This is an optimization exercise on Yosys and OpenROAD, whose aim is small area, a short achievable clock period and few clock cycles, not a production implementation. Only simulation tests tie the RTL to the original design; equivalence was not proved.

Design attn_top, start of the top module:
module attn_top (
  input  logic clk,
  input  logic reset_n,
  input  logic dut_valid,
  output logic dut_ready,
  output logic [16-1:0] sram_input_read_address,
  input  logic [32-1:0] sram_input_read_data,
  output logic [16-1:0] sram_weight_read_address,
  input  logic [32-1:0] sram_weight_read_data,
  output logic [16-1:0] sram_result_read_address,
  input  logic [32-1:0] sram_result_read_data,
  output logic                    sram_result_write_enable,
  output logic [16-1:0] sram_result_write_address,
  output logic [32-1:0] sram_result_write_data,
  output logic [16-1:0] sram_scratchpad_read_address,
  input  logic [32-1:0] sram_scratchpad_read_data,
  output logic                    sram_scratchpad_write_enable,
  output logic [16-1:0] sram_scratchpad_write_address,
  output logic [32-1:0] sram_scratchpad_write_data
);
Size in the first run: ~3000 cells after synthesis, ~340 flip-flops, roughly 290 I/O pins, ~25000 um^2 of cells after synthesis.
==> flow/config.mk <==
export PLATFORM = sky130hd
export DESIGN_NAME = attn_top
export DESIGN_NICKNAME = attn_top
export VERILOG_FILES = /design/flow/design.v
export SDC_FILE = /design/flow/constraint.sdc
export NUM_CORES = 4
export LEC_CHECK = 0
export ABC_AREA = 1
export CAP_MARGIN = 20
export CORE_MARGIN = 2
export CORE_UTILIZATION = 60
export CTS_CLUSTER_DIAMETER = 100
export CTS_CLUSTER_SIZE = 24
export SLEW_MARGIN = 20
==> flow/constraint.sdc <==
create_clock -name core_clock -period 16.0 [get_ports {clk}]
set_input_delay 3.2000 -clock core_clock [delete_from_list [all_inputs] [get_ports {clk}]]
set_output_delay 3.2000 -clock core_clock [all_outputs]
set_load 0.01 [all_outputs]
standard.sh (not shown) runs the stock make flow with config.mk's settings and CLKGATE_MAP_FILE= SYNTH_SCRIPT=/design/flow/synth_recipe.tcl, a recipe that flattens the netlist after the stock synthesis.
==> flow/flow/run.sh <==
#!/bin/bash
set -euo pipefail
export BUFFER_PORTS_ARGS="-buffer_cell sky130_fd_sc_hd__buf_2"
export SETUP_SLACK_MARGIN=11.65
bash standard.sh > standard.log 2>&1
Testbench counts at the start, summed over its fixed seeds: cycles 256,851.
Then changed:
==> flow/flow/run.sh (replaced) <==
#!/bin/bash
set -euo pipefail
export BUFFER_PORTS_ARGS="-buffer_cell sky130_fd_sc_hd__buf_1"
export SETUP_SLACK_MARGIN=11.7
bash standard.sh > standard.log 2>&1
--- a/flow/config.mk
+++ b/flow/config.mk
@@ -13 +13 @@
-export CTS_CLUSTER_SIZE = 24
+export CTS_CLUSTER_SIZE = 26
=> The new run produced a clean layout. Clock-buffer cell count shrinks by 3. Maximum frequency grows by 0.86%. Cell count grows by 0.38%.

========
Starting RTL as in the previous note.
==> flow/design.v (excerpt) <==
module attn_top (
  input  logic clk,
  input  logic reset_n,
  input  logic dut_valid,
  output logic dut_ready,
  output logic [16-1:0] sram_input_read_address,
  input  logic [32-1:0] sram_input_read_data,
  output logic [16-1:0] sram_weight_read_address,
  input  logic [32-1:0] sram_weight_read_data,
  output logic [16-1:0] sram_result_read_address,
  input  logic [32-1:0] sram_result_read_data,
  output logic                    sram_result_write_enable,
  output logic [16-1:0] sram_result_write_address,
  output logic [32-1:0] sram_result_write_data,
  output logic [16-1:0] sram_scratchpad_read_address,
  input  logic [32-1:0] sram_scratchpad_read_data,
  output logic                    sram_scratchpad_write_enable,
  output logic [16-1:0] sram_scratchpad_write_address,
  output logic [32-1:0] sram_scratchpad_write_data
);
clock: 16.0 ns
lec_check: 0
abc_area: 1
cap_margin: 20
core_margin: 2
core_utilization: 60
cts_cluster_diameter: 100
cts_cluster_size: 24
slew_margin: 20
==> flow/flow/run.sh <==
#!/bin/bash
set -euo pipefail
export BUFFER_PORTS_ARGS="-buffer_cell sky130_fd_sc_hd__buf_2"
export SETUP_SLACK_MARGIN=11.6
bash standard.sh > standard.log 2>&1
Testbench counts at the start, summed over its fixed seeds: cycles 256,851.
Next try:
==> flow/flow/run.sh (replaced) <==
#!/bin/bash
set -euo pipefail
export BUFFER_PORTS_ARGS="-buffer_cell sky130_fd_sc_hd__buf_1"
export SETUP_SLACK_MARGIN=11.7
bash standard.sh > standard.log 2>&1
Settings changed: PLACE_DENSITY set to 0.7.
After rerunning: The new run completed without violations; global-route usage came out higher by 0.28 points; via count came out higher by about 1.8%; clock-buffer cell count came out higher by 1; synthesized cell count does not change.
Next try:
==> flow/flow/run.sh (replaced) <==
#!/bin/bash
set -euo pipefail
export BUFFER_PORTS_ARGS="-buffer_cell sky130_fd_sc_hd__buf_2"
export SETUP_SLACK_MARGIN=11.7
bash standard.sh > standard.log 2>&1
Settings changed: PLACE_DENSITY 0.7 to not set.
Worst setup slack is better by 0.015 ns. Sequential cell count does not change. Design area is higher by 0.33%. Via count barely changes. Die area does not change.
Next try:
==> flow/flow/run.sh (replaced) <==
#!/bin/bash
set -euo pipefail
export BUFFER_PORTS_ARGS="-buffer_cell sky130_fd_sc_hd__buf_1"
export SETUP_SLACK_MARGIN=11.7
bash standard.sh > standard.log 2>&1
The changed run went through all stages and came out clean.
Worst hold slack degrades by 0.0081 ns.
Final cell count hardly moves.
Setup slack stays flat.
Routed wire length went down by 0.31%.
Cell area went down by 0.70%.
Sequential share of layout area went up by 0.25 points.
Fmax is about the same.
Non-clock buffer count went up by 2.

==> what the ideal ports hide <==
Ports are ideal in the flow. The routed layouts listed here were re-timed in OpenROAD.
Step 1 sets driving cells, clkbuf_16 on the clock port and buf_2 on the other inputs (assumed; they add their load-dependent delay and slew).
Step 2 times the ports against the registers' clock, not the clock port: input delays grow and output delays shrink by t, the midpoint of the rising clock arrivals with the driver on.
a / b / c = no drivers / after step 1 / after step 2; a / b = the first two.
run	shift t [ns]	slack for setup (ns)	latest minus earliest clock arrival (ns)	worst slew at a driven data input, ns
the first run of note 1	0.596	11.679 / 11.619 / 11.340	0.018 / 0.018	0.05
the second run of note 1	0.597	11.716 / 11.656 / 11.345	0.030 / 0.030	0.05
the first run of note 2	0.595	11.639 / 11.576 / 11.282	0.028 / 0.028	0.06
the second run of note 2	0.601	11.708 / 11.651 / 11.393	0.017 / 0.017	0.07
the third run of note 2	0.595	11.723 / 11.667 / 11.339	0.040 / 0.039	0.04
the fourth run of note 2	0.592	11.721 / 11.667 / 11.322	0.033 / 0.034	0.05
After both steps setup and hold are still met in every run listed. For the fourth run of note 2, which loses most, drivers alone change the setup slack by -0.054 ns; drivers and shift together by -0.399 ns.
